From an optimization exercise on the open Yosys and OpenROAD flow, aimed at small area and a short achievable clock period; shortcuts taken in it are not production practice. The RTL was checked by simulation tests, not by an equivalence proof against the original design. Power and IR drop assume default switching activity.

==> design/flow/run.sh <==
#!/bin/bash
# synth_recipe.tcl (not shown) runs the flow's synth.tcl, then flattens the netlist and writes it again
# the make line also repeats each setting of config.mk as NAME=value (left out here)
make -C /OpenROAD-flow-scripts/flow DESIGN_CONFIG=/design/flow/config.mk WORK_HOME=/design/flow/orfs CLKGATE_MAP_FILE= SYNTH_SCRIPT=/design/flow/synth_recipe.tcl finish
==> design/flow/config.mk <==
export PLATFORM = sky130hd
export DESIGN_NAME = memAccessTop
export DESIGN_NICKNAME = memAccessTop
export VERILOG_FILES = /design/flow/design.v
export SDC_FILE = /design/flow/constraint.sdc
export NUM_CORES = 8
export LEC_CHECK = 0
export CAP_MARGIN = 20
export CORE_MARGIN = 2
export CORE_UTILIZATION = 40
export SLEW_MARGIN = 20
export SYNTH_MEMORY_MAX_BITS = 16384
==> design/flow/constraint.sdc <==
create_clock -name core_clock -period 5.5 [get_ports {clk}]
set_input_delay 1.1000 -clock core_clock [delete_from_list [all_inputs] [get_ports {clk}]]
set_output_delay 1.1000 -clock core_clock [all_outputs]
set_load 0.01 [all_outputs]
==> design/flow/design.v <==
package memPkg;
  localparam int DATA_W = 32;
  localparam int BYTES_PER_WORD = 4;
  localparam int DEFAULT_DEPTH = 128;
  typedef logic [DATA_W-1:0] dataT;
  typedef logic [BYTES_PER_WORD-1:0] byteEnT;
  typedef logic [4:0] regIdxT;
  typedef enum logic [3:0] {
    MEM_NONE,
    MEM_LW,
    MEM_LH,
    MEM_LHU,
    MEM_LB,
    MEM_LBU,
    MEM_SW,
    MEM_SH,
    MEM_SB
  } memOpT;
  typedef enum logic [1:0] {
    WIDTH_WORD = 2'b00,
    WIDTH_HALF = 2'b01,
    WIDTH_BYTE = 2'b10
  } accessWidthT;
endpackage
`timescale 1ns/1ps
module memRequestStage (
  input  logic                clk,
  input  logic                rstN,
  input  memPkg::memOpT       op,
  input  memPkg::dataT        addr,
  input  memPkg::dataT        storeData,
  input  memPkg::regIdxT      regIdx,
  output logic                reqMemRead,
  output logic                reqMemWrite,
  output memPkg::accessWidthT reqWidth,
  output logic                reqLoadUnsigned,
  output memPkg::dataT        reqAddr,
  output memPkg::dataT        reqStoreData,
  output memPkg::regIdxT      reqRegIdx
);
  logic                isRead;
  logic                isWrite;
  logic                isUnsigned;
  memPkg::accessWidthT decWidth;
  always_comb begin
    isRead     = 1'b0;
    isWrite    = 1'b0;
    isUnsigned = 1'b0;
    decWidth   = memPkg::WIDTH_WORD;
    case (op)
      memPkg::MEM_LW: isRead = 1'b1;
      memPkg::MEM_LH: begin
        isRead   = 1'b1;
        decWidth = memPkg::WIDTH_HALF;
      end
      memPkg::MEM_LHU: begin
        isRead     = 1'b1;
        isUnsigned = 1'b1;
        decWidth   = memPkg::WIDTH_HALF;
      end
      memPkg::MEM_LB: begin
        isRead   = 1'b1;
        decWidth = memPkg::WIDTH_BYTE;
      end
      memPkg::MEM_LBU: begin
        isRead     = 1'b1;
        isUnsigned = 1'b1;
        decWidth   = memPkg::WIDTH_BYTE;
      end
      memPkg::MEM_SW: isWrite = 1'b1;
      memPkg::MEM_SH: begin
        isWrite  = 1'b1;
        decWidth = memPkg::WIDTH_HALF;
      end
      memPkg::MEM_SB: begin
        isWrite  = 1'b1;
        decWidth = memPkg::WIDTH_BYTE;
      end
      default: ;
    endcase
  end
  always_ff @(posedge clk) begin
    if (!rstN) begin
      reqMemRead  <= 1'b0;
      reqMemWrite <= 1'b0;
    end else begin
      reqMemRead  <= isRead;
      reqMemWrite <= isWrite;
    end
  end
  always_ff @(posedge clk) begin
    reqWidth        <= decWidth;
    reqLoadUnsigned <= isUnsigned;
    reqAddr         <= addr;
    reqStoreData    <= storeData;
    reqRegIdx       <= regIdx;
  end
endmodule
`timescale 1ns/1ps
module storeAlign (
  input  logic                memWrite,
  input  memPkg::accessWidthT width,
  input  memPkg::dataT        addr,
  input  memPkg::dataT        storeData,
  output logic                wrEn,
  output memPkg::byteEnT      byteEn,
  output memPkg::dataT        portAddr,
  output memPkg::dataT        wrData
);
  logic [1:0]      lane;
  memPkg::dataT    laneData;
  memPkg::byteEnT  laneEn;
  assign lane = addr[1:0];
  always_comb begin
    laneData = '0;
    laneEn   = '0;
    case (width)
      memPkg::WIDTH_WORD: begin
        laneData = storeData;
        laneEn   = 4'b1111;
      end
      memPkg::WIDTH_HALF: begin
        if (lane[1]) begin
          laneData = {storeData[15:0], 16'b0};
          laneEn   = 4'b1100;
        end else begin
          laneData = {16'b0, storeData[15:0]};
          laneEn   = 4'b0011;
        end
      end
      memPkg::WIDTH_BYTE: begin
        laneData = memPkg::dataT'(storeData[7:0]) << {lane, 3'b000};
        laneEn   = memPkg::byteEnT'(4'b0001 << lane);
      end
      default: ;
    endcase
  end
  assign wrEn     = memWrite;
  assign byteEn   = laneEn;
  assign wrData   = laneData;
  assign portAddr = addr;
endmodule
`timescale 1ns/1ps
module dataMemory #(
  parameter int depth = memPkg::DEFAULT_DEPTH
) (
  input  logic           clk,
  input  logic           wrEn,
  input  memPkg::byteEnT byteEn,
  input  memPkg::dataT   addr,
  input  memPkg::dataT   wrData,
  output memPkg::dataT   rdData
);
  localparam int idxW  = (depth > 1) ? $clog2(depth) : 1;
  localparam int laneW = $clog2(memPkg::BYTES_PER_WORD);
  memPkg::dataT   mem [depth];
  logic [idxW-1:0] wordIdx;
  assign wordIdx = idxW'(addr[memPkg::DATA_W-1:laneW] % depth);
  always_ff @(posedge clk) begin
    if (wrEn) begin
      for (int b = 0; b < memPkg::BYTES_PER_WORD; b++) begin
        if (byteEn[b]) begin
          mem[wordIdx][b*8 +: 8] <= wrData[b*8 +: 8];
        end
      end
    end
  end
  assign rdData = mem[wordIdx];
endmodule
`timescale 1ns/1ps
module loadUnit (
  input  logic                clk,
  input  logic                rstN,
  input  logic                memRead,
  input  memPkg::accessWidthT width,
  input  logic                loadUnsigned,
  input  memPkg::dataT        addr,
  input  memPkg::regIdxT      regIdx,
  input  memPkg::dataT        rdData,
  output logic                loadValid,
  output memPkg::dataT        loadData,
  output memPkg::regIdxT      loadReg
);
  logic [1:0]   lane;
  logic [15:0]  halfSel;
  logic [7:0]   byteSel;
  memPkg::dataT extData;
  assign lane = addr[1:0];
  assign halfSel = lane[1] ? rdData[31:16] : rdData[15:0];
  assign byteSel = rdData[{lane, 3'b000} +: 8];
  always_comb begin
    extData = rdData;
    case (width)
      memPkg::WIDTH_HALF: begin
        if (loadUnsigned) begin
          extData = {16'b0, halfSel};
        end else begin
          extData = {{16{halfSel[15]}}, halfSel};
        end
      end
      memPkg::WIDTH_BYTE: begin
        if (loadUnsigned) begin
          extData = {24'b0, byteSel};
        end else begin
          extData = {{24{byteSel[7]}}, byteSel};
        end
      end
      default: extData = rdData;
    endcase
  end
  always_ff @(posedge clk) begin
    if (!rstN) begin
      loadValid <= 1'b0;
    end else begin
      loadValid <= memRead;
    end
  end
  always_ff @(posedge clk) begin
    loadData <= extData;
    loadReg  <= regIdx;
  end
endmodule
`timescale 1ns/1ps
module memAccessTop #(
  parameter int memDepth = memPkg::DEFAULT_DEPTH
) (
  input  logic           clk,
  input  logic           rstN,
  input  memPkg::memOpT  op,
  input  memPkg::dataT   addr,
  input  memPkg::dataT   storeData,
  input  memPkg::regIdxT regIdx,
  output logic           loadValid,
  output memPkg::dataT   loadData,
  output memPkg::regIdxT loadReg
);
  logic                reqMemRead;
  logic                reqMemWrite;
  memPkg::accessWidthT reqWidth;
  logic                reqLoadUnsigned;
  memPkg::dataT        reqAddr;
  memPkg::dataT        reqStoreData;
  memPkg::regIdxT      reqRegIdx;
  logic                memWrEn;
  memPkg::byteEnT      memByteEn;
  memPkg::dataT        memAddr;
  memPkg::dataT        memWrData;
  memPkg::dataT        memRdData;
  memRequestStage reqStage (
    .clk             (clk),
    .rstN            (rstN),
    .op              (op),
    .addr            (addr),
    .storeData       (storeData),
    .regIdx          (regIdx),
    .reqMemRead      (reqMemRead),
    .reqMemWrite     (reqMemWrite),
    .reqWidth        (reqWidth),
    .reqLoadUnsigned (reqLoadUnsigned),
    .reqAddr         (reqAddr),
    .reqStoreData    (reqStoreData),
    .reqRegIdx       (reqRegIdx)
  );
  storeAlign storeLanes (
    .memWrite  (reqMemWrite),
    .width     (reqWidth),
    .addr      (reqAddr),
    .storeData (reqStoreData),
    .wrEn      (memWrEn),
    .byteEn    (memByteEn),
    .portAddr  (memAddr),
    .wrData    (memWrData)
  );
  dataMemory #(
    .depth (memDepth)
  ) dataMem (
    .clk    (clk),
    .wrEn   (memWrEn),
    .byteEn (memByteEn),
    .addr   (memAddr),
    .wrData (memWrData),
    .rdData (memRdData)
  );
  loadUnit loadPath (
    .clk          (clk),
    .rstN         (rstN),
    .memRead      (reqMemRead),
    .width        (reqWidth),
    .loadUnsigned (reqLoadUnsigned),
    .addr         (reqAddr),
    .regIdx       (reqRegIdx),
    .rdData       (memRdData),
    .loadValid    (loadValid),
    .loadData     (loadData),
    .loadReg      (loadReg)
  );
endmodule
==> summary.txt <==
Routing
  • DRC violation count after routing: 0
  • Post-route ant nets: 0
  • Mean number of vias per cell: between 6 and 7
  • Starting DRT DRC Count: ~18000
  • Via count of the routed design: about 100k
  • 1st-pass router iterations: 9
  • Total Wirelength: ~630000 um
  • Average wire per cell in the routed design: just under 40 um

STA
  • Worst path setup slack after routing: 0.08278 ns
  • Unrepaired setup endpoints after global routing: false
  • Endpoints failing setup: 0
  • Final Hold Slack: ~0.33 ns
  • Fmax: 0.1846 GHz
  • Period Utilization, post-route: 98.49%
  • Setup clock skew after layout: between 0.09 and 0.1 ns
  • Tightest slew margin relative to the limit: ~8.9%
  • Total negative setup slack: 0 ns
  • Min Clock Period, post-route: around 5.4 ns
  • Hold Violations, Final: 0
  • Transition time at the pin with the least slew margin: between 1 and 1.5 ns
  • Final Max Tran Viols: 0

Synth
  • Prevailing post-synth register cell: edfxtp_1
  • Number of flip-flops and latches in the synthesized netlist: about 4200
  • Count of distinct cell types in the synthesized netlist: 90
  • Syn. warnings: 4
  • Number of synthesized flops with an enable pin: ~4100
  • Net count of the mapped netlist: just over 9000
  • Avg Inst Size Synth: roughly 17 um2
  • Count of mapped cells out of synthesis: just over 9000
  • Proportion of synthesized chip area in sequential cells: just under 80%
  • Post-Synthesis Cell Area: roughly 160000 um2
  • Async set-reset flop share out of synthesis: 0%

Power
  • Switching power summed over all nets: 0.01610 W
  • Switching part of the total: 23.25%
  • Portion of total power attributed to the clock network: 41.5%
  • Static Leakage: between 50 and 60 nW
  • Power density over the cells: between 300 and 400 nW/um2
  • Combinational share of power: roughly 7%
  • Highest ir drop seen on vdd: 0.2690 mV
  • Sequential power share: about half
  • Total internal power: roughly 0.053 W

Clock network
  • # H-tree levels: 5
  • Inserted Clock Buffers: between 400 and 500
  • Count of hold-fix buffers inserted at cts: 0
  • Maximum buffer depth of the clock tree: 4
  • Root buffer cell: clkbuf_16
  • Clock tree sinks: around 4200
  • Postcts setup bufs: 0
  • Clock transition at path regs: ~0.06 ns
  • Number of cells upsized or downsized after cts: 0
  • Clock tree from TritonCTS: done
  • Clock insertion delay at the later pin of the skew report: 1.06 ns

Final layout
  • Commonest cells after routing, fill and taps aside: edfxtp_1, buf_4, nor2_1
  • Leading cell type in the layout, fill and taps excluded: edfxtp_1
  • Final cell count without fillers: 15940
  • Share of post-route cells with drive strength above 1: 21.28%
  • Number of nets in the layout: just over 10000
  • Layout Area Growth over Synthesis: 17.78%

Placed design
  • Final weighted congestion of routability-driven global placement: a little under 1
  • Dpl ws: 0.4010 ns
  • Final HPWL DP: between 400000 and 500000 um
  • Cell count after placement: around 15000
  • Port Buffers: 89

Floorplan
  • Full die area: 406800 um2
  • Number of I/O pins: between 100 and 150
  • Die height: 637.8 um
  • Die X-Extent: 637.8 um
  • Floorplan Core Area: around 400000 um2
  • Number of cell rows: about 230
  • Effective utilization at floorplan: roughly 40%

Global routing
  • Overall Global Routing Usage: between 30% and 40%
  • Global-route wire length before repair: between 800000 and 900000 um
  • Antenna violations before repair: between 70 and 80
  • GR Overflow Total: 0
  • Pin count of the biggest net entering global routing: 129
  • Number of global-route vias before repair: roughly 97000

Setup path
  • Reg2reg path depth: 11
  • Start-to-end type of the worst setup path: register to register
  • Endpoint class of the critical path: register
  • Worst Path Required: 6.37 ns
  • Crit path max fanout: 25
  • Worst Path Arrival: roughly 6.3 ns
  • Crit start category: register

Flow run
  • Maximum capacitance violations: 0

Run status
  • Run status: timing/DRC/antenna clean

Worst hold path
  • Hold Path Class: register to register
  • Number of stages on the worst hold path: 0
[metrics by stage]
step	area [um2]	power [W]	utilization (%)
floorplan	160700	0.03846	-
global placement	175300	0.04085	43.84
detailed placement	175400	0.04093	43.87
CTS	188900	0.06909	47.27
global route	189100	0.07046	47.30
finish	189300	0.06926	47.35
[state kept, by name, summed over array words and instances (netlist names)]
| name | cells |
|---|---|
| loadPath.loadReg | 5 |
| dataMem.mem | 4096 |
| reqStage.reqRegIdx | 5 |
| reqStage.reqAddr | 9 |
| reqStage.reqStoreData | 32 |
| reqStage.reqWidth | 2 |
| reqStage.reqLoadUnsigned | 1 |
| reqStage.reqMemRead | 1 |
| loadPath.loadData | 32 |
| loadPath.loadValid | 1 |
| reqStage.reqMemWrite | 1 |
[final timing paths]
| path | start | end | slack (ns) |
|---|---|---|---|
| max | reqStage.reqAddr[4]$_DFF_P_ | loadPath.loadData[3]$_DFF_P_ | 0.08 |
| min | reqStage.reqRegIdx[3]$_DFF_P_ | loadPath.loadReg[3]$_DFF_P_ | 0.33 |
| max reg2reg | reqStage.reqAddr[4]$_DFF_P_ | loadPath.loadData[3]$_DFF_P_ | 0.08 |
| min reg2reg | reqStage.reqRegIdx[3]$_DFF_P_ | loadPath.loadReg[3]$_DFF_P_ | 0.33 |
[area by class of cell]
cell class | count | area, um2
Fill cell | 33295 | 210400
Clock buffer | 508 | 10990
Timing Repair Buffer | 1251 | 10860
Inverter | 21 | 93.84
Clock inverter | 270 | 2594
Antenna cell | 88 | 220.2
Sequential cell | 4185 | 124800
Multi-Input combinational cell | 4352 | 33130
Tap cell | 5265 | 6588
[Yosys cell counts (14+ instances only)]
cell type,n,area share [%]
a222oi_1,44,0.27
a2111oi_0,17,0.093
nand4b_1,16,0.087
a221o_1,115,0.72
nand2b_1,14,0.054
a22o_1,116,0.63
nor2_1,725,1.7
a221oi_1,292,1.6
o21ai_0,193,0.60
o2bb2ai_1,71,0.39
buf_1,99,0.23
nor4_1,25,0.097
o22ai_1,171,0.67
mux2_2,255,1.8
o2111ai_1,23,0.13
mux4_2,105,1.5
nor2b_1,14,0.054
o221ai_1,39,0.21
and4_1,18,0.098
and2_1,19,0.074
edfxtp_1,4096,77
a22oi_1,535,2.5
inv_1,19,0.044
nand2_1,302,0.71
nand3_1,30,0.093
mux2i_1,523,3.3
a41oi_1,46,0.25
nor3_1,21,0.065
a211oi_1,34,0.16
dfxtp_1,89,1.1
nand4_1,40,0.16
a21oi_1,219,0.68
buf_6,25,0.18
buf_4,69,0.32
clkbuf_1,247,0.58
o211ai_1,49,0.23
buf_2,227,0.71
a31oi_1,80,0.31
[power groups by stage]
stage                     registers [W]  logic [W]  clock network [W]
final                            0.0356    0.00486             0.0288
after global placement           0.0363    0.00456                  0
after detailed placement         0.0363    0.00464                  0
after CTS                        0.0356    0.00465             0.0288
after global routing             0.0356    0.00487             0.0300
after floorplan                  0.0364    0.00211                  0
[layer usage]
metal / wire (um) / track usage [%]
met1: 217200 / 38.24
met5: 597 / 0.2481
met2: 266900 / 43.20
met3: 94110 / 10.58
met4: 53050 / 21.39
[critical path, cell delays in order (launching register included)]
cell,delay (ns)
dfxtp_4,0.92
buf_4,0.42
buf_4,0.25
nor2_4,0.15
buf_4,0.32
a221o_1,0.40
a222oi_1,0.43
nor2_1,0.26
a221oi_1,0.77
and4_1,0.82
a2bb2oi_1,0.24
o221ai_1,0.13
[logic make-up after synthesis]
family	synth area share [%]
compound gates	10.08
xor+xnor	0.005451
fa+ha+maj	0.03114
buf+inv	2.080
flops	77.65
mux	6.579
simple gates	3.581

-- afterwards: timing with drivers on the ports --
No port has a modelled driver above. Below, the same layout with a new extraction and two added sets of constraints.
Step 1, drivers: a clkbuf_16 drives clk and a buf_2 each remaining input, both assumed.
Step 2 adds t to the input delays and takes it off the output delays; t is the mean of the earliest and latest rising clock arrival at the registers after step 1. Input paths then give back, and output paths get back, about the clock's delay inside the block.
Three values: ideal ports, drivers, drivers and shift; two values: the first two.
shift t [ns]: 1.111
setup WS [ns]: 0.083 / 0.083 / 0.083
worst setup path after step 2: register to register
worst register clock-pin slew, ns: 0.07 / 0.07
pins driven straight from the clock port: 1
After both steps setup and hold are still met in this run. For this run, drivers alone change the setup slack by 0.000 ns; drivers and shift together by 0.000 ns.
